Background: an optimization exercise with open tools, aiming at small area, a short achievable clock period and few clock cycles. Do not read the settings as production practice.
In this exercise RTL edits were held to simulation tests only and were not proved equivalent to the original.
No activity file was given, so power comes from the tool's default toggle rates.

==> design.v <==
`default_nettype none
package gte_pkg;
   localparam int MAX_NODES  = 32;
   localparam int NODE_W     = 5;
   localparam int ROW_W      = 32;
   localparam int COUNT_W    = 6;
   localparam int CSR_ADDR_W = 3;
   localparam int CSR_DATA_W = 32;
   localparam logic [COUNT_W-1:0] NODE_COUNT_RESET = 6'd32;
endpackage
`default_nettype wire
`default_nettype none
import gte_pkg::*;
module gte_ctrl (
   input  wire logic                   clock,
   input  wire logic                   reset,
   input  wire logic                   req_valid,
   output logic                        req_ready,
   input  wire logic                   req_kind,
   output logic                        rsp_valid,
   input  wire logic                   rsp_ready,
   output logic      [NODE_W-1:0]      rsp_first_node,
   output logic      [NODE_W-1:0]      rsp_second_node,
   output logic      [NODE_W-1:0]      rsp_third_node,
   output logic                        rsp_found,
   input  wire logic [COUNT_W-1:0]     node_count,
   input  wire logic                   count_write,
   input  wire logic                   write_busy,
   output logic                        load_acc,
   output logic                        write_now,
   output logic      [MAX_NODES-1:0]   rd_sel,
   input  wire logic [ROW_W-1:0]       rd_row
);
   function automatic logic [31:0] pre_or(input logic [31:0] x);
      logic [31:0] p;
      integer k;
      p = {x[30:0], 1'b0};
      for (k = 1; k < 32; k = k * 2) begin
         p = p | (p << k);
      end
      pre_or = p;
   endfunction
   function automatic logic [31:0] low_bit(input logic [31:0] x);
      low_bit = x & ~pre_or(x);
   endfunction
   function automatic logic [2:0] cnt3(input logic [31:0] x);
      logic [2:0] c [0:31];
      integer i, k;
      for (i = 0; i < 32; i = i + 1) begin
         c[i] = {2'b00, x[i]};
      end
      for (k = 1; k < 32; k = k * 2) begin
         for (i = 0; i + k < 32; i = i + 2 * k) begin
            c[i] = {c[i][2] | c[i+k][2] | (c[i][1] & c[i+k][0]) | (c[i][0] & c[i+k][1]),
                    c[i][1] | c[i+k][1] | (c[i][0] & c[i+k][0]),
                    c[i][0] | c[i+k][0]};
         end
      end
      cnt3 = c[0];
   endfunction
   function automatic logic [4:0] enc(input logic [31:0] x);
      integer i;
      enc = '0;
      for (i = 0; i < 32; i = i + 1) begin
         if (x[i]) begin
            enc = enc | i[4:0];
         end
      end
   endfunction
   function automatic logic [31:0] dec(input logic [4:0] k);
      integer i;
      for (i = 0; i < 32; i = i + 1) begin
         dec[i] = (k == i[4:0]);
      end
   endfunction
   function automatic logic [31:0] above(input logic [4:0] k);
      integer i;
      for (i = 0; i < 32; i = i + 1) begin
         above[i] = (i[4:0] > k);
      end
   endfunction
   function automatic logic [31:0] below(input logic [5:0] k);
      integer i;
      for (i = 0; i < 32; i = i + 1) begin
         below[i] = (i[5:0] < k);
      end
   endfunction
   localparam logic [1:0] S_RSTU = 2'd0;
   localparam logic [1:0] S_SCAN = 2'd1;
   localparam logic [1:0] S_DONE = 2'd2;
   logic [1:0]        pend_ff;        
   logic              rsp_valid_ff;
   logic              out_found_ff;
   logic [NODE_W-1:0] out_a_ff;
   logic [NODE_W-1:0] out_b_ff;
   logic [NODE_W-1:0] out_c_ff;
   logic              cur_ff;         
   logic [1:0]        st_ff;
   logic [NODE_W-1:0] au_ff;
   logic [ROW_W-1:0]  vset_ff;
   logic              floor_ff;       
   logic              b_valid_ff;
   logic [NODE_W-1:0] b_u_ff;
   logic [NODE_W-1:0] b_v_ff;
   logic [ROW_W-1:0]  b_w_ff;
   logic              c_valid_ff;
   logic [NODE_W-1:0] c_u_ff;
   logic [NODE_W-1:0] c_v_ff;
   logic [ROW_W-1:0]  c_w_ff;
   logic              fetch_acc;
   logic              nx_valid;
   logic              out_space;
   logic              pop;
   logic              restart;
   logic [5:0]        n_eff;
   logic [ROW_W-1:0]  mask_n;
   logic [NODE_W-1:0] cu;
   logic [NODE_W-1:0] cv;
   logic [NODE_W-1:0] au_next;
   logic              scan_row;
   logic              scan_edge;
   logic [ROW_W-1:0]  row_in;
   logic [ROW_W-1:0]  v_sel;
   logic [ROW_W-1:0]  v_rest;
   logic [2:0]        v_cnt;
   logic [ROW_W-1:0]  w_floor;
   logic [ROW_W-1:0]  w_scan;
   logic [2:0]        b_cnt;
   logic [2:0]        c_cnt;
   logic              c_free;
   logic              b_free;
   logic              b_any;
   logic              c_any;
   logic              scan_c;
   logic [ROW_W-1:0]  c_w_sel;
   logic [ROW_W-1:0]  c_w_rest;
   assign n_eff   = (node_count > 6'd32) ? 6'd32 : node_count;
   assign mask_n  = below(n_eff);
   assign nx_valid  = c_any || ((st_ff == S_DONE) && !b_valid_ff);
   assign out_space = !rsp_valid_ff || rsp_ready;
   assign pop       = (pend_ff != 2'd0) && nx_valid && out_space;
   assign write_now = write_busy && (pend_ff == 2'd0);
   assign req_ready = (pend_ff != 2'd2) && !(write_busy && (pend_ff != 2'd0));
   assign fetch_acc = req_valid && req_ready && req_kind;
   assign load_acc  = req_valid && req_ready && !req_kind;
   assign restart   = write_now || count_write;
   assign cu = cur_ff ? out_a_ff : '0;
   assign cv = cur_ff ? out_b_ff : '0;
   assign au_next   = au_ff + 5'd1;
   assign scan_row  = (st_ff == S_SCAN) && (vset_ff == '0);
   assign scan_edge = (st_ff == S_SCAN) && (vset_ff != '0) && b_free;
   assign v_sel  = low_bit(vset_ff);
   assign v_rest = vset_ff & ~v_sel;
   assign v_cnt  = cnt3(vset_ff);
   assign rd_sel = v_sel
                 | (scan_row ? dec(au_next) : '0)
                 | ((st_ff == S_RSTU) ? dec(cu) : '0);
   assign w_floor = (floor_ff && vset_ff[cv]) ? above(out_c_ff) : '1;
   assign w_scan  = rd_row & v_rest & w_floor;
   assign row_in  = rd_row & mask_n;
   always_ff @(posedge clock) begin
      if (reset || restart) begin
         st_ff <= S_RSTU;
      end else begin
         case (st_ff)
            S_RSTU: st_ff <= S_SCAN;
            S_SCAN: begin
               if (scan_row && ({1'b0, au_ff} + 6'd3 >= n_eff)) begin
                  st_ff <= S_DONE;
               end
            end
            default: st_ff <= st_ff;
         endcase
      end
   end
   always_ff @(posedge clock) begin
      if (reset || restart) begin
         vset_ff  <= '0;
         floor_ff <= 1'b0;
      end else if (st_ff == S_RSTU) begin
         au_ff    <= cu;
         vset_ff  <= row_in & (above(cv) | dec(cv));
         floor_ff <= cur_ff;
      end else if (scan_row) begin
         au_ff    <= au_next;
         vset_ff  <= row_in;
         floor_ff <= 1'b0;
      end else if (scan_edge) begin
         vset_ff  <= v_cnt[2] ? v_rest : '0;
         floor_ff <= 1'b0;
      end
   end
   assign c_w_sel  = low_bit(c_w_ff);
   assign c_w_rest = c_w_ff & ~c_w_sel;
   assign b_cnt    = cnt3(b_w_ff);
   assign c_cnt    = cnt3(c_w_ff);
   assign b_any    = b_valid_ff && b_cnt[0];
   assign c_any    = c_valid_ff && c_cnt[0];
   assign c_free   = !c_any || (pop && !c_cnt[1]);
   assign b_free   = !b_any || c_free;
   assign scan_c   = scan_edge && !b_any && c_free;
   always_ff @(posedge clock) begin
      if (reset || restart) begin
         b_valid_ff <= 1'b0;
         c_valid_ff <= 1'b0;
      end else begin
         if (scan_edge && !scan_c) begin
            b_valid_ff <= 1'b1;
         end else if (c_free) begin
            b_valid_ff <= 1'b0;
         end
         if (c_free) begin
            c_valid_ff <= b_any || scan_c;
         end
      end
   end
   always_ff @(posedge clock) begin
      if (scan_edge) begin
         b_u_ff <= au_ff;
         b_v_ff <= enc(v_sel);
         b_w_ff <= w_scan;
      end
      if (c_free) begin
         if (b_any) begin
            c_u_ff <= b_u_ff;
            c_v_ff <= b_v_ff;
            c_w_ff <= b_w_ff;
         end else begin
            c_u_ff <= au_ff;
            c_v_ff <= enc(v_sel);
            c_w_ff <= w_scan;
         end
      end else if (pop && c_any) begin
         c_w_ff <= c_w_rest;
      end
   end
   always_ff @(posedge clock) begin
      if (reset) begin
         pend_ff      <= 2'd0;
         rsp_valid_ff <= 1'b0;
         cur_ff       <= 1'b0;
      end else begin
         pend_ff <= pend_ff + {1'b0, fetch_acc} - {1'b0, pop};
         if (pop) begin
            rsp_valid_ff <= 1'b1;
         end else if (rsp_ready) begin
            rsp_valid_ff <= 1'b0;
         end
         if (write_now) begin
            cur_ff <= 1'b0;
         end else if (pop && c_any) begin
            cur_ff <= 1'b1;
         end
      end
   end
   always_ff @(posedge clock) begin
      if (pop) begin
         out_found_ff <= c_any;
         if (c_any) begin
            out_a_ff <= c_u_ff;
            out_b_ff <= c_v_ff;
            out_c_ff <= enc(c_w_sel);
         end
      end
   end
   assign rsp_valid       = rsp_valid_ff;
   assign rsp_found       = out_found_ff;
   assign rsp_first_node  = out_found_ff ? out_a_ff : '0;
   assign rsp_second_node = out_found_ff ? out_b_ff : '0;
   assign rsp_third_node  = out_found_ff ? out_c_ff : '0;
endmodule
`default_nettype wire
`default_nettype none
import gte_pkg::*;
module gte_dp (
   input  wire logic                        clock,
   input  wire logic                        reset,
   input  wire logic                        wr_en,
   input  wire logic [NODE_W-1:0]           wr_row,
   input  wire logic [ROW_W-1:0]            wr_bits,
   input  wire logic [MAX_NODES-1:0]        rd_sel,
   output logic      [ROW_W-1:0]            rd_row
);
   logic [(MAX_NODES-1)*ROW_W-1:0] mem_q;
   logic [ROW_W-1:0]               wdata;
   assign wdata = reset ? '0 : wr_bits;
   genvar r, c;
   generate
      for (r = 0; r < MAX_NODES - 1; r = r + 1) begin : g_row
         for (c = 0; c < ROW_W; c = c + 1) begin : g_col
            if (c > r) begin : g_bit
               always_ff @(posedge clock) begin
                  if (reset || (wr_en && (wr_row == r))) begin
                     mem_q[r*ROW_W+c] <= wdata[c];
                  end
               end
            end
         end
      end
   endgenerate
   always_comb begin
      integer v, w;
      rd_row = '0;
      for (w = 1; w < ROW_W; w = w + 1) begin
         for (v = 0; v < w; v = v + 1) begin
            rd_row[w] = rd_row[w] | (rd_sel[v] & mem_q[v*ROW_W+w]);
         end
      end
   end
endmodule
`default_nettype wire
`default_nettype none
import gte_pkg::*;
module graph_triangle_enumerator (
   input  wire logic                              clock,
   input  wire logic                              reset,
   input  wire logic                              req_valid,
   output logic                                   req_ready,
   input  wire logic                              req_kind,
   input  wire logic [gte_pkg::NODE_W-1:0]        req_row_index,
   input  wire logic [gte_pkg::ROW_W-1:0]         req_row_bits,
   output logic                                   rsp_valid,
   input  wire logic                              rsp_ready,
   output logic      [gte_pkg::NODE_W-1:0]        rsp_first_node,
   output logic      [gte_pkg::NODE_W-1:0]        rsp_second_node,
   output logic      [gte_pkg::NODE_W-1:0]        rsp_third_node,
   output logic                                   rsp_found,
   input  wire logic                              psel,
   input  wire logic                              penable,
   input  wire logic                              pwrite,
   input  wire logic [gte_pkg::CSR_ADDR_W-1:0]    paddr,
   input  wire logic [gte_pkg::CSR_DATA_W-1:0]    pwdata,
   output logic      [gte_pkg::CSR_DATA_W-1:0]    prdata,
   output logic                                   pready
);
   logic [COUNT_W-1:0]   node_count_ff;
   logic                 count_write;
   logic                 load_acc;
   logic                 write_now;
   logic                 wr_en_ff;
   logic [NODE_W-1:0]    wr_row_ff;
   logic [ROW_W-1:0]     wr_bits_ff;
   logic [MAX_NODES-1:0] rd_sel;
   logic [ROW_W-1:0]     rd_row;
   assign pready      = 1'b1;
   assign prdata      = paddr[2] ? '0 : {26'd0, node_count_ff};
   assign count_write = psel && penable && pwrite && !paddr[2];
   always_ff @(posedge clock) begin
      if (reset) begin
         node_count_ff <= NODE_COUNT_RESET;
      end else if (count_write) begin
         node_count_ff <= pwdata[COUNT_W-1:0];
      end
   end
   always_ff @(posedge clock) begin
      if (reset) begin
         wr_en_ff <= 1'b0;
      end else if (load_acc) begin
         wr_en_ff <= 1'b1;
      end else if (write_now) begin
         wr_en_ff <= 1'b0;
      end
      if (load_acc) begin
         wr_row_ff  <= req_row_index;
         wr_bits_ff <= req_row_bits;
      end
   end
   gte_ctrl u_ctrl (
      .clock           (clock),
      .reset           (reset),
      .req_valid       (req_valid),
      .req_ready       (req_ready),
      .req_kind        (req_kind),
      .rsp_valid       (rsp_valid),
      .rsp_ready       (rsp_ready),
      .rsp_first_node  (rsp_first_node),
      .rsp_second_node (rsp_second_node),
      .rsp_third_node  (rsp_third_node),
      .rsp_found       (rsp_found),
      .node_count      (node_count_ff),
      .count_write     (count_write),
      .write_busy      (wr_en_ff),
      .load_acc        (load_acc),
      .write_now       (write_now),
      .rd_sel          (rd_sel),
      .rd_row          (rd_row)
   );
   gte_dp u_dp (
      .clock   (clock),
      .reset   (reset),
      .wr_en   (write_now),
      .wr_row  (wr_row_ff),
      .wr_bits (wr_bits_ff),
      .rd_sel  (rd_sel),
      .rd_row  (rd_row)
   );
endmodule
`default_nettype wire
==> run.sh <==
#!/bin/bash
# synth_recipe.tcl (not shown) runs the flow's synth.tcl, then flattens the netlist and writes it again
# the make line also repeats each setting of config.mk as NAME=value (left out here)
make -C /OpenROAD-flow-scripts/flow DESIGN_CONFIG=/design/flow/config.mk WORK_HOME=/design/flow/orfs CLKGATE_MAP_FILE= SYNTH_SCRIPT=/design/flow/synth_recipe.tcl finish
==> config.mk <==
export PLATFORM = sky130hd
export DESIGN_NAME = graph_triangle_enumerator
export DESIGN_NICKNAME = graph_triangle_enumerator
export VERILOG_FILES = /design/flow/design.v
export SDC_FILE = /design/flow/constraint.sdc
export NUM_CORES = 4
export LEC_CHECK = 0
export ABC_AREA = 1
export CAP_MARGIN = 20
export CORE_MARGIN = 2
export CORE_UTILIZATION = 65
export CTS_CLUSTER_DIAMETER = 100
export CTS_CLUSTER_SIZE = 30
export PLACE_DENSITY = 0.72
export SETUP_SLACK_MARGIN = 3.9
export SLEW_MARGIN = 20
==> constraint.sdc <==
create_clock -name core_clock -period 7.0 [get_ports {clock}]
set_input_delay 1.4000 -clock core_clock [delete_from_list [all_inputs] [get_ports {clock}]]
set_output_delay 1.4000 -clock core_clock [all_outputs]
set_load 0.01 [all_outputs]
==> results of run 1 <==
==> layer usage <==
layer | up-vias | part of all wire (%)
met5 | - | 0
met4 | 0 | 8.3
met3 | 592 | 13
met2 | 2541 | 46
met1 | 12900 | 33
li1 | 11720 | -
==> area by class of cell <==
cell class / instances / area share [%]
multi-input combinational: 2326 / 31.58
timing repair buffer: 218 / 5.795
sequential: 680 / 54.60
tap: 664 / 2.270
clock inverter: 4 / 0.1778
timing repair inverter: 1 / 0.02051
inverter: 351 / 3.644
clock buffer: 33 / 1.908
==> what timing repair did <==
action                     4_1_cts  5_1_grt
hold buffers                     0        0
gates resized for setup        161      185
cloned                           7       13
setup endpoints to repair      162      135
pin swaps                       16       39
setup buffers                   40       55
==> critical path, stage by stage, from the launching register on <==
cell	delay (ns)
edfxtp_1	0.45
buf_4	0.18
clkbuf_16	0.16
nand2_1	0.07
inv_1	0.04
dlygate4sd2_1	0.27
==> power groups by stage <==
stage          Sequential [mW]  Combinational (mW)  Clock [mW]
4_1_cts                   5.17                2.53        1.92
5_1_grt                   5.23                3.13        2.04
3_5_place_dp              5.26                2.37           0
2_1_floorplan             5.18                1.54           0
3_3_place_gp              5.24                2.32           0
6_report                  5.20                2.97        1.97
==> Yosys cell counts, types with 7 or more instances <==
| cell type | number |
|---|---|
| inv_1 | 339 |
| a31oi_1 | 13 |
| o21ai_0 | 124 |
| clkbuf_1 | 28 |
| nor3_1 | 30 |
| nand4_1 | 70 |
| nor2_2 | 18 |
| nand3_1 | 173 |
| o22ai_1 | 16 |
| buf_2 | 28 |
| ha_1 | 14 |
| nor2_1 | 456 |
| nand2_4 | 8 |
| nor4_1 | 12 |
| edfxtp_1 | 633 |
| nand2_2 | 18 |
| buf_4 | 41 |
| and3_1 | 7 |
| inv_2 | 10 |
| buf_6 | 22 |
| a22o_1 | 7 |
| a21oi_1 | 129 |
| nand2_1 | 1112 |
| dfxtp_1 | 47 |
| o211ai_1 | 10 |
==> metrics by stage <==
stage          instance area [sq um]  cells  power, mW  hold WS, ns  setup slack (ns)
2_1_floorplan                  32410   3468      6.712       0.4003             3.530
3_3_place_gp                   33620   4125      7.552       0.4022             2.669
3_5_place_dp                   33620   4125      7.627       0.4086             2.637
4_1_cts                        35220   4209      9.614       0.4325             3.771
5_1_grt                        36600   4277      10.40       0.4420             3.723
6_report                       36600   4277      10.14       0.4300             3.790
==> worst max path at each step <==
stage | start | end | cells past startpoint
final | u_ctrl.out_found_ff | rsp_second_node[0] | 5
after global placement | rsp_ready | u_ctrl.b_valid_ff | 11
after CTS | u_ctrl.out_found_ff | rsp_second_node[1] | 4
after floorplan | reset | u_dp.mem_q[10] | 5
after global routing | u_ctrl.out_found_ff | rsp_second_node[0] | 5
after detailed placement | rsp_ready | u_ctrl.b_valid_ff | 11
==> logic make-up (layout without fill, tap and decap cells) <==
group                      count (synthesis)  after routing  synth area share (%)
AOI/OAI and AO/OA                        340            340                 5.917
xor gates and xnor gates                   5              5                0.1355
adders and majority gates                 14             14                0.5422
buffers and inverters                    475            607                 6.665
DFF                                      680            680                 61.74
other                                      2             27               0.02324
and+or+nand+nor                         1927           1940                 24.97
==> flip-flops by register name (all words and copies together) (netlist names), 2 cells and up <==
register / flops
u_ctrl.c_v_ff: 5
u_ctrl.b_u_ff: 5
u_ctrl.au_ff: 5
u_ctrl.c_w_ff: 30
wr_row_ff: 5
u_dp.mem_q: 496
u_ctrl.st_ff: 2
u_ctrl.c_u_ff: 5
u_ctrl.out_a_ff: 5
node_count_ff: 6
u_ctrl.vset_ff: 31
u_ctrl.b_v_ff: 5
u_ctrl.b_w_ff: 30
u_ctrl.out_b_ff: 5
wr_bits_ff: 31
u_ctrl.pend_ff: 2
u_ctrl.out_c_ff: 5
==> results.txt, run 1 <==
status no timing/DRC/antenna violations; synth top area cells edfxtp_1 (59%), nand2_1 (13%), nor2_1 (5.3%), inv_1 (3.9%), dfxtp_1 (2.9%); DR iter-0 viols 4795; via count 27750; leak pwr 15.61 nW; # DRC 0; initial antenna violation count 1; R2R Path End u_ctrl.c_w_ff[29]; Yosys cell types 51; sequential share of power 51.3%; sequential cell area 19980 sq um; Top-Level Pins 131; final net count 3699; ys flop type edfxtp_1; CP Max Fanout 6; GR Layer Usage met1 51.91%; Mapped Avg Cell Area 9.384 sq um; Total Neg Setup Slack 0 ns; clock share of power 19.4%; grt peak-use layer met2; Clock Latency Late Sink 0.65 ns; switch share 35.65%; Ant. Diodes 0; GR Util met2 68.10%; sequential cell area fraction in the yosys report 61.74%; Final Slew Violations 0; CTS Buffer Depth 3; unrepaired setup endpoints after global routing true; vias in the first global route 25930; commonest cells after routing, fill and taps aside nand2_1 (1064), edfxtp_1 (633), nor2_1 (390); Fin. Hold Viols 0; switching power 3.613 mW; FF-to-FF Start u_ctrl.cur_ff; Final Cycle Share 45.85%; combinational share of power 29.3%; Final Wtd Congestion 1.011; area occupied by multi-input gates 11560 sq um; Async SR Flop Fraction 0%; Seq cells post-synth 680; CTS sink cnt 680; Synth Instances 3443; pwr dens 276.9 nW/um^2; Die Wd 227.0 microns; core area 49050 sq um; leading cell type in the layout, fill and taps excluded nand2_1; mapped cell area 32310 sq um; CP Launch Type register; Antenna Nets Post-Route 0; Crit. End Element output pin; Worst Hold End u_ctrl.out_a_ff[1]; Worst Tran Pin Value 1.331 ns; largest net degree at the start of global routing 61; Slew HR 11.17%; total gr overflow 0; Worst VDD drop 0.0003055 V; Post-synth EDFFs 633; fin crit period 3.210 ns; CP arrival 1.81 ns; top-area cell type share of the netlist area 58.83%; Clock transition at path regs 0.11 ns; Initial Util 65.87%; final core utilization 74.61%; worst hold path class reg2reg; Yosys warning count 6; die area 51510 sq um; kind of critical path reg2out; r2r setup slk 3.80 ns; std cell rows 81; synth-to-layout area growth 13.28%; clock skew 0.03296 ns; port bufs 74; routed len/inst 26.89 microns; fmax 311.6 MHz; Max Cap Viol 0; Worst Path Required 5.60 ns; total track usage 42.29%; Die Ht 227.0 microns; fraction of layout cells with a size suffix above 1 13.04%; Post-Route WL 115000 microns; Fillers 3199; area leader, netlist edfxtp_1; Vias/cell 6.487; R2R cell count 18; TritonCTS clock tree built; DP HPWL 71150 microns; Hold Path Cell Cnt 0; root buf cell clkbuf_16; first-pass GRT wire length 157600 microns; hold path start u_ctrl.c_u_ff[1]; final setup fails 0; Cell Int Power 6.523 mW; CTS buffer count 27; first-pass detailed-route iteration total 6; H-tree levels 1; routing usage on met3 8.092%
Testbench counts, summed over its fixed seeds: cycles 30,140.
==> run 2, diff against run 1 <==
--- a/design.v
+++ b/design.v
@@ -100,7 +100,6 @@
    logic [ROW_W-1:0]  vset_ff;
    logic              floor_ff;       
    logic              b_valid_ff;
-   logic [NODE_W-1:0] b_u_ff;
    logic [NODE_W-1:0] b_v_ff;
    logic [ROW_W-1:0]  b_w_ff;
    logic              c_valid_ff;
@@ -147,7 +146,7 @@
    assign cu = cur_ff ? out_a_ff : '0;
    assign cv = cur_ff ? out_b_ff : '0;
    assign au_next   = au_ff + 5'd1;
-   assign scan_row  = (st_ff == S_SCAN) && (vset_ff == '0);
+   assign scan_row  = (st_ff == S_SCAN) && (vset_ff == '0) && b_free;
    assign scan_edge = (st_ff == S_SCAN) && (vset_ff != '0) && b_free;
    assign v_sel  = low_bit(vset_ff);
    assign v_rest = vset_ff & ~v_sel;
@@ -216,13 +215,12 @@
    end
    always_ff @(posedge clock) begin
       if (scan_edge) begin
-         b_u_ff <= au_ff;
          b_v_ff <= enc(v_sel);
          b_w_ff <= w_scan;
       end
       if (c_free) begin
          if (b_any) begin
-            c_u_ff <= b_u_ff;
+            c_u_ff <= au_ff;
             c_v_ff <= b_v_ff;
             c_w_ff <= b_w_ff;
          end else begin
--- a/config.mk
+++ b/config.mk
@@ -8,9 +8,9 @@
 export ABC_AREA = 1
 export CAP_MARGIN = 20
 export CORE_MARGIN = 2
-export CORE_UTILIZATION = 65
+export CORE_UTILIZATION = 55
 export CTS_CLUSTER_DIAMETER = 100
 export CTS_CLUSTER_SIZE = 30
-export PLACE_DENSITY = 0.72
+export PLACE_DENSITY = 0.65
 export SETUP_SLACK_MARGIN = 3.9
 export SLEW_MARGIN = 20
==> run 2 against run 1 <==
Effect of this change:
- still clean
- flip-flop and latch count decreased by 5
- register-to-register slack got worse by 0.34 ns
- power increased by 21%
- first-iteration DRC count decreased by 28%
- via count decreased by 4.8%
- combinational power increased by 59%
- die area increased by 14%
- final cell count increased by 3.0%
- non-clock buffer count increased by 183
- synthesized cell count decreased by 4.7%
- critical path type is now reg2reg
- largest cell class unchanged
- largest power group unchanged
==> results.txt, run 2 <==
Worst VDD drop 0.0002423 V; Yosys cell types 62; family with the most delay on the worst path simple AND/OR/NAND/NOR gates; largest reg by FF count u_dp.mem_q; FF-to-FF Start u_ctrl.c_w_ff[15]; Overall Power 12.23 mW; Clock Latency Late Sink 0.67 ns; fin crit period 3.538 ns; Synth Instances 3281; Top-Level Pins 131; unrepaired setup endpoints after global routing true; Crit. End Element register; max FFs per register 496; leak pwr 16.61 nW; Fillers 4114; Fin. Hold Viols 0; std cell rows 87; dpl cells 4078; sequential cell area fraction in the yosys report 63.23%; mapped cell area 31310 sq um; Hold Worst Slack 0.4346 ns; CP startpoint u_ctrl.c_w_ff[15]; Clock transition at path regs 0.11 ns; via count 26400; kind of critical path reg2reg; Ant. Diodes 0; # DRC 0; Initial Util 55.53%; adder-cell share of the synthesized area 0.5594%; Die Wd 242.6 microns; DR iter-0 viols 3439; port bufs 74; Synth top cells by count nand2_1 (1015), edfxtp_1 (628), nor2_1 (444); Layout Cells excl Fill 4406; synth top area cells edfxtp_1 (60%), nand2_1 (12%), nor2_1 (5.3%), inv_1 (3.9%), dfxtp_1 (3.0%); H-tree levels 1; vias in the first global route 24760; Final Cycle Share 50.54%; sequential cell area 19840 sq um; total gr overflow 0; Vias/cell 5.992; most common cell in the netlist nand2_1; final setup fails 0; initial antenna violation count 0; Setup WS pre-CTS 1.758 ns; final net count 3733; Worst Path Required 7.44 ns; worst hold path class reg2reg; first-pass GRT wire length 163500 microns; Async SR Flop Fraction 0%; Mapped Avg Cell Area 9.543 sq um; Total Neg Setup Slack 0 ns; die area 58850 sq um; total track usage 38.47%; CP Max Fanout 6; Antenna Nets Post-Route 0; CP endpoint u_ctrl.c_w_ff[29]; post-synthesis compound-gate area fraction 7.173%; Worst Tran Pin Value 1.185 ns; hold path start u_ctrl.c_u_ff[4]; first-pass detailed-route iteration total 6; Slew HR 20.98%; Die Ht 242.6 microns; Max Cap Viol 0; main combinational cell family by area after synthesis simple AND/OR/NAND/NOR gates; Seq cells post-synth 675; Final Slew Violations 0; Post-Route WL 117700 microns; Regs by FF count u_dp.mem_q x496, u_ctrl.vset_ff x31, wr_bits_ff x31; CP cell instances nor2_1 > nand2_2 > nor2_4 > nand2_4 > o21ai_4 > nand2_2 > nand4_4 > nand3_4 > buf_12 > buf_6 > nand4_1 > nand2_4 > buf_12 > buf_12 > nand2_1 > nand2_2 > nor2_2 > nand3_1 > nor2_2 > nand2_4 > nand2_4 > nand2_1 > nand2_1 > nand2_1; clock skew 0.02636 ns; fraction of layout cells with a size suffix above 1 25.21%; top-area cell type share of the netlist area 60.23%; critical path's slowest cell edfxtp_1; CTS Buffer Depth 3; Synth Area in XOR/XNOR 0.1958%; crit path buf inv count 4; r2r setup slk 3.46 ns; routed len/inst 26.70 microns; Yosys warning count 6; area leader, netlist edfxtp_1; worst stage delay on the critical path 0.50 ns; Final Wtd Congestion 0.9831; pwr dens 308.1 nW/um^2; CP Launch Type register; synth-to-layout area growth 26.76%; commonest cells after routing, fill and taps aside nand2_1 (862), edfxtp_1 (628), nor2_1 (345); fin worst setup slack 3.462 ns; Simple-Gate Fraction of Synth Area 22.50%; multiplexer share of the synthesized area 0.03197%; R2R cell count 24; area occupied by multi-input gates 12140 sq um; TritonCTS clock tree built; DP HPWL 71300 microns; CP arrival 3.97 ns; fmax 282.7 MHz; Post-synth EDFFs 628; leading cell type in the layout, fill and taps excluded nand2_1; R2R Path End u_ctrl.c_w_ff[29]; core area 56390 sq um; CTS sink cnt 675; ys flop type edfxtp_1; CTS buffer count 29; # hold bufs at CTS 0; Worst path depth 24; largest net degree at the start of global routing 49; status no timing/DRC/antenna violations; root buf cell clkbuf_16
[run 2: layout make-up]
class	count	share of cell area, %
clock buffers	32	1.857
clock inverters	10	0.3815
inverters	355	3.565
multi-input cells	2172	30.59
flip-flops and latches	675	49.98
well taps	756	2.383
repair buffers	401	11.08
repair inverters	5	0.1608
[run 2: stage by stage]
step           instance area [sq um]  util [%]
3_5_place_dp                   33120     58.73
5_1_grt                        39690     70.39
4_1_cts                        38250     67.83
6_report                       39690     70.39
2_1_floorplan                  31570         -
3_3_place_gp                   33090     58.69
[run 2: how the worst min path moves through the flow]
stage	cells past startpoint	to
floorplan	0	u_ctrl.out_a_ff[0]
global placement	0	u_ctrl.out_a_ff[1]
detailed placement	0	u_ctrl.out_a_ff[4]
CTS	0	u_ctrl.out_a_ff[4]
global route	0	u_ctrl.out_a_ff[4]
finish	0	u_ctrl.out_a_ff[4]
[run 2: kinds of logic (layout without fill, tap and decap cells)]
logic type                 after synthesis  in the layout
adders and majority gates               14             14
DFF                                    675            675
other                                    2             27
muxes                                    1              1
xor gates and xnor gates                 7              7
and+or+nand+nor                       1726           1733
buffers and inverters                  466            803
AOI/OAI and AO/OA                      390            390
[run 2: what timing repair did]
| action | in CTS | in global routing |
|---|---|---|
| endpoints found under the setup margin | 319 | 175 |
| pin swaps | 130 | 132 |
| buffers inserted | 208 | 50 |
| resized for setup | 616 | 260 |
| cloned | 19 | 8 |
[run 2: per-layer routing]
layer	wire length, microns	global-route usage (%)	share of wire [%]
met2	54820	62.05	47
met4	8626	23.71	7.3
met3	12070	6.922	10
met1	42150	48.61	36
met5	0	0	0
[run 2: where the power goes]
part	switching [mW]	leakage (nW)	internal, mW	total (mW)
logic	2.98	9.42	1.73	4.71
registers	0.345	6.76	5.07	5.41
clock network	1.31	0.428	0.800	2.11
total	4.64	16.6	7.59	12.2
Testbench counts of run 2, summed over its fixed seeds: cycles 30,154.
==> run 3, diff against run 2 <==
--- a/design.v
+++ b/design.v
@@ -100,6 +100,7 @@
    logic [ROW_W-1:0]  vset_ff;
    logic              floor_ff;       
    logic              b_valid_ff;
+   logic [NODE_W-1:0] b_u_ff;
    logic [NODE_W-1:0] b_v_ff;
    logic [ROW_W-1:0]  b_w_ff;
    logic              c_valid_ff;
@@ -146,12 +147,12 @@
    assign cu = cur_ff ? out_a_ff : '0;
    assign cv = cur_ff ? out_b_ff : '0;
    assign au_next   = au_ff + 5'd1;
-   assign scan_row  = (st_ff == S_SCAN) && (vset_ff == '0) && b_free;
-   assign scan_edge = (st_ff == S_SCAN) && (vset_ff != '0) && b_free;
+   assign scan_row  = (st_ff == S_SCAN) && !v_cnt[1];
+   assign scan_edge = (st_ff == S_SCAN) && v_cnt[1] && b_free;
    assign v_sel  = low_bit(vset_ff);
    assign v_rest = vset_ff & ~v_sel;
    assign v_cnt  = cnt3(vset_ff);
-   assign rd_sel = v_sel
+   assign rd_sel = (v_cnt[1] ? v_sel : '0)
                  | (scan_row ? dec(au_next) : '0)
                  | ((st_ff == S_RSTU) ? dec(cu) : '0);
    assign w_floor = (floor_ff && vset_ff[cv]) ? above(out_c_ff) : '1;
@@ -215,12 +216,13 @@
    end
    always_ff @(posedge clock) begin
       if (scan_edge) begin
+         b_u_ff <= au_ff;
          b_v_ff <= enc(v_sel);
          b_w_ff <= w_scan;
       end
       if (c_free) begin
          if (b_any) begin
-            c_u_ff <= au_ff;
+            c_u_ff <= b_u_ff;
             c_v_ff <= b_v_ff;
             c_w_ff <= b_w_ff;
          end else begin
--- a/config.mk
+++ b/config.mk
@@ -8,9 +8,9 @@
 export ABC_AREA = 1
 export CAP_MARGIN = 20
 export CORE_MARGIN = 2
-export CORE_UTILIZATION = 55
+export CORE_UTILIZATION = 40
 export CTS_CLUSTER_DIAMETER = 100
 export CTS_CLUSTER_SIZE = 30
-export PLACE_DENSITY = 0.65
+export PLACE_DENSITY = 0.5
 export SETUP_SLACK_MARGIN = 3.9
 export SLEW_MARGIN = 20
==> run 3 against run 2 <==
Effect of this change:
- wire length is 7.4% higher
- clock skew is 0.0016 ns higher
- register-to-register slack better by 0.21 ns
- combinational power is 18% lower
- synthesized cell count is 2.6% higher
- highest routed layer unchanged
- setup slack better by 0.21 ns
- maximum frequency is 6.3% higher
- global-route usage is 8.7 points lower
- still clean
- die area is 39% higher
- flip-flop and latch count is 5 higher
==> results.txt, run 3 <==
status no timing/DRC/antenna violations; leak pwr 16.65 nW; largest reg by FF count u_dp.mem_q; Post-Route WL 126400 microns; unrepaired setup endpoints after global routing true; ys flop type edfxtp_1; first-pass GRT wire length 173100 microns; Simple-Gate Fraction of Synth Area 23.70%; dpl cells 4439; initial antenna violation count 1; Regs by FF count u_dp.mem_q x496, u_ctrl.vset_ff x31, wr_bits_ff x31; kind of critical path reg2reg; Top-Level Pins 131; Total Neg Setup Slack 0 ns; Final Wtd Congestion 0.9386; CP arrival 3.76 ns; std cell rows 103; Clock Latency Late Sink 0.68 ns; Antenna Nets Post-Route 0; Fillers 7337; adder-cell share of the synthesized area 0.5490%; Worst VDD drop 0.0001930 V; Slew HR 22.06%; main combinational cell family by area after synthesis simple AND/OR/NAND/NOR gates; Worst Path Required 7.43 ns; Clock transition at path regs 0.10 ns; Die Wd 286.4 microns; routed len/inst 26.65 microns; sequential cell area fraction in the yosys report 62.52%; DR iter-0 viols 2981; Async SR Flop Fraction 0%; synth-to-layout area growth 25.81%; post-synthesis compound-gate area fraction 6.780%; Crit. End Element register; max FFs per register 496; DP HPWL 75810 microns; Yosys warning count 6; multiplexer share of the synthesized area 0%; total track usage 29.78%; CP Max Fanout 5; fin crit period 3.327 ns; total gr overflow 0; fraction of layout cells with a size suffix above 1 24.26%; Die Ht 286.4 microns; Overall Power 11.32 mW; Final Cycle Share 47.52%; Synth Area in XOR/XNOR 0.1921%; Synth top cells by count nand2_1 (1049), edfxtp_1 (633), nor2_1 (476); CTS sink cnt 680; # DRC 0; CP Launch Type register; core area 79000 sq um; Seq cells post-synth 680; final setup fails 0; vias in the first global route 23670; pwr dens 281.9 nW/um^2; most common cell in the netlist nand2_1; largest net degree at the start of global routing 61; fin worst setup slack 3.673 ns; top-area cell type share of the netlist area 59.57%; Post-synth EDFFs 633; Ant. Diodes 0; Post-Place Cell Area 33860 sq um; Fin. Hold Viols 0; mapped cell area 31910 sq um; worst hold path class reg2reg; port bufs 74; die area 82040 sq um; # hold bufs at CTS 0; root buf cell clkbuf_16; clock skew 0.02796 ns; Setup WS pre-CTS 2.267 ns; TritonCTS clock tree built; leading cell type in the layout, fill and taps excluded nand2_1; Max Cap Viol 0; Worst Tran Pin Value 1.161 ns; Yosys cell types 59; Final Slew Violations 0; CTS Buffer Depth 3; via count 25810; Vias/cell 5.441; H-tree levels 1; area leader, netlist edfxtp_1; first-pass detailed-route iteration total 8; cell area after layout 40140 sq um; Initial Util 40.39%; CTS buffer count 31; commonest cells after routing, fill and taps aside nand2_1 (884), edfxtp_1 (633), nor2_1 (384); Mapped Avg Cell Area 9.476 sq um; synth top area cells edfxtp_1 (60%), nand2_1 (12%), nor2_1 (5.6%), inv_1 (3.7%), dfxtp_1 (2.9%); Synth Instances 3367; Layout Cells excl Fill 4743; fmax 300.6 MHz; final net count 3775
-- run 3: area by class of cell --
class                      count  area [sq um]  share of cell area (%)
sequential                   680         20030                   49.90
multi-input combinational   2279         12800                   31.90
timing repair buffer         351          3674                   9.152
tap                         1050          1314                   3.273
inverter                     332          1287                   3.207
clock buffer                  31         775.7                   1.933
clock inverter                14         210.2                  0.5237
timing repair inverter         6         45.04                  0.1122
-- run 3: through the flow --
| step | hold WS (ns) | utilization (%) |
|---|---|---|
| 2_1_floorplan | 0.4003 | - |
| 3_3_place_gp | 0.4044 | 42.85 |
| 3_5_place_dp | 0.4131 | 42.86 |
| 4_1_cts | 0.4324 | 48.53 |
| 5_1_grt | 0.4377 | 50.81 |
| 6_report | 0.4305 | 50.81 |
-- run 3: final timing paths --
| check | startpoint | endpoint | cells past startpoint | slack [ns] |
|---|---|---|---|---|
| min reg2reg | u_ctrl.c_v_ff[3] | u_ctrl.out_b_ff[3] | 0 | 0.43 |
| max | u_ctrl.vset_ff[28] | u_ctrl.c_w_ff[23] | 22 | 3.67 |
| min | u_ctrl.c_v_ff[3] | u_ctrl.out_b_ff[3] | 0 | 0.43 |
| max reg2reg | u_ctrl.vset_ff[28] | u_ctrl.c_w_ff[23] | 22 | 3.67 |
-- run 3: routing by layer --
layer	share of wire [%]	global-route usage [%]	vias up
met5	0	0	-
met4	3.9	9.620	0
met3	6.4	3.514	190
met2	48	51.07	1009
met1	41	39.36	12750
li1	-	-	11850
-- run 3: worst max-delay path, cell delays in order (launching register included) --
cell and delay (ns):
dfxtp_1 0.36, inv_2 0.10, o21ai_1 0.12, nor2_2 0.22, nand3_2 0.16, nor2_4 0.21, nand3_4 0.15, buf_12 0.17
buf_16 0.13, a21oi_4 0.14, buf_12 0.18, nand2_8 0.11, buf_12 0.17, nand2_2 0.04, nand2_1 0.04, nor2_1 0.09
nand2_1 0.06, nor2_1 0.11, nand2_2 0.14, nand3_4 0.14, nand2_2 0.05, nand2_2 0.10, nand2_1 0.05
-- run 3: report_power, final --
| part | leakage, nW | internal, mW | switching (mW) |
|---|---|---|---|
| combinational | 9.36 | 1.35 | 2.48 |
| clock | 0.480 | 0.866 | 1.38 |
| sequential | 6.82 | 4.96 | 0.278 |
| total | 16.7 | 7.18 | 4.14 |
-- run 3: cells by family after synthesis --
group | count (synthesis)
buffers and inverters | 457
adders and majority gates | 14
xor gates and xnor gates | 7
other | 2
AOI/OAI and AO/OA | 369
and+or+nand+nor | 1838
DFF | 680
-- run 3: timing repair --
| item | 4_1_cts | 5_1_grt |
|---|---|---|
| hold endpoints to repair | 0 | 0 |
| buffers inserted | 144 | 80 |
| endpoints found under the setup margin | 192 | 186 |
| cloned | 30 | 5 |
| pin swaps | 168 | 156 |
| gates resized for setup | 565 | 274 |
Testbench counts of run 3, summed over its fixed seeds: cycles 29,790.

separate check: timing with driven ports:
No port has a modelled driver above. Below, the same layouts with a new extraction and two added sets of constraints. Step 1 assumes that a clkbuf_16 drives the clock port and a buf_2 every other input. Step 2 moves the port delays by t, midway between the first and last clock arrival at a register: inputs arrive t later, outputs are due t later. That takes back most of the time a late clock gives input paths. a / b / c = no drivers / after step 1 / after step 2; a / b = the first two.
| run | t, ns | setup slack, ns | worst setup path after step 2 | pins driven straight from the clock port |
|---|---|---|---|---|
| run 1 | 0.703 | 3.790 / 3.725 / 3.422 | input to register | 1 |
| run 2 | 0.724 | 3.462 / 3.462 / 2.839 | input to register | 1 |
| run 3 | 0.742 | 3.673 / 3.673 / 3.274 | input to register | 1 |
After both steps setup and hold are still met in every run listed. For run 2, which loses most, drivers alone change the setup slack by 0.000 ns; drivers and shift together by -0.623 ns.
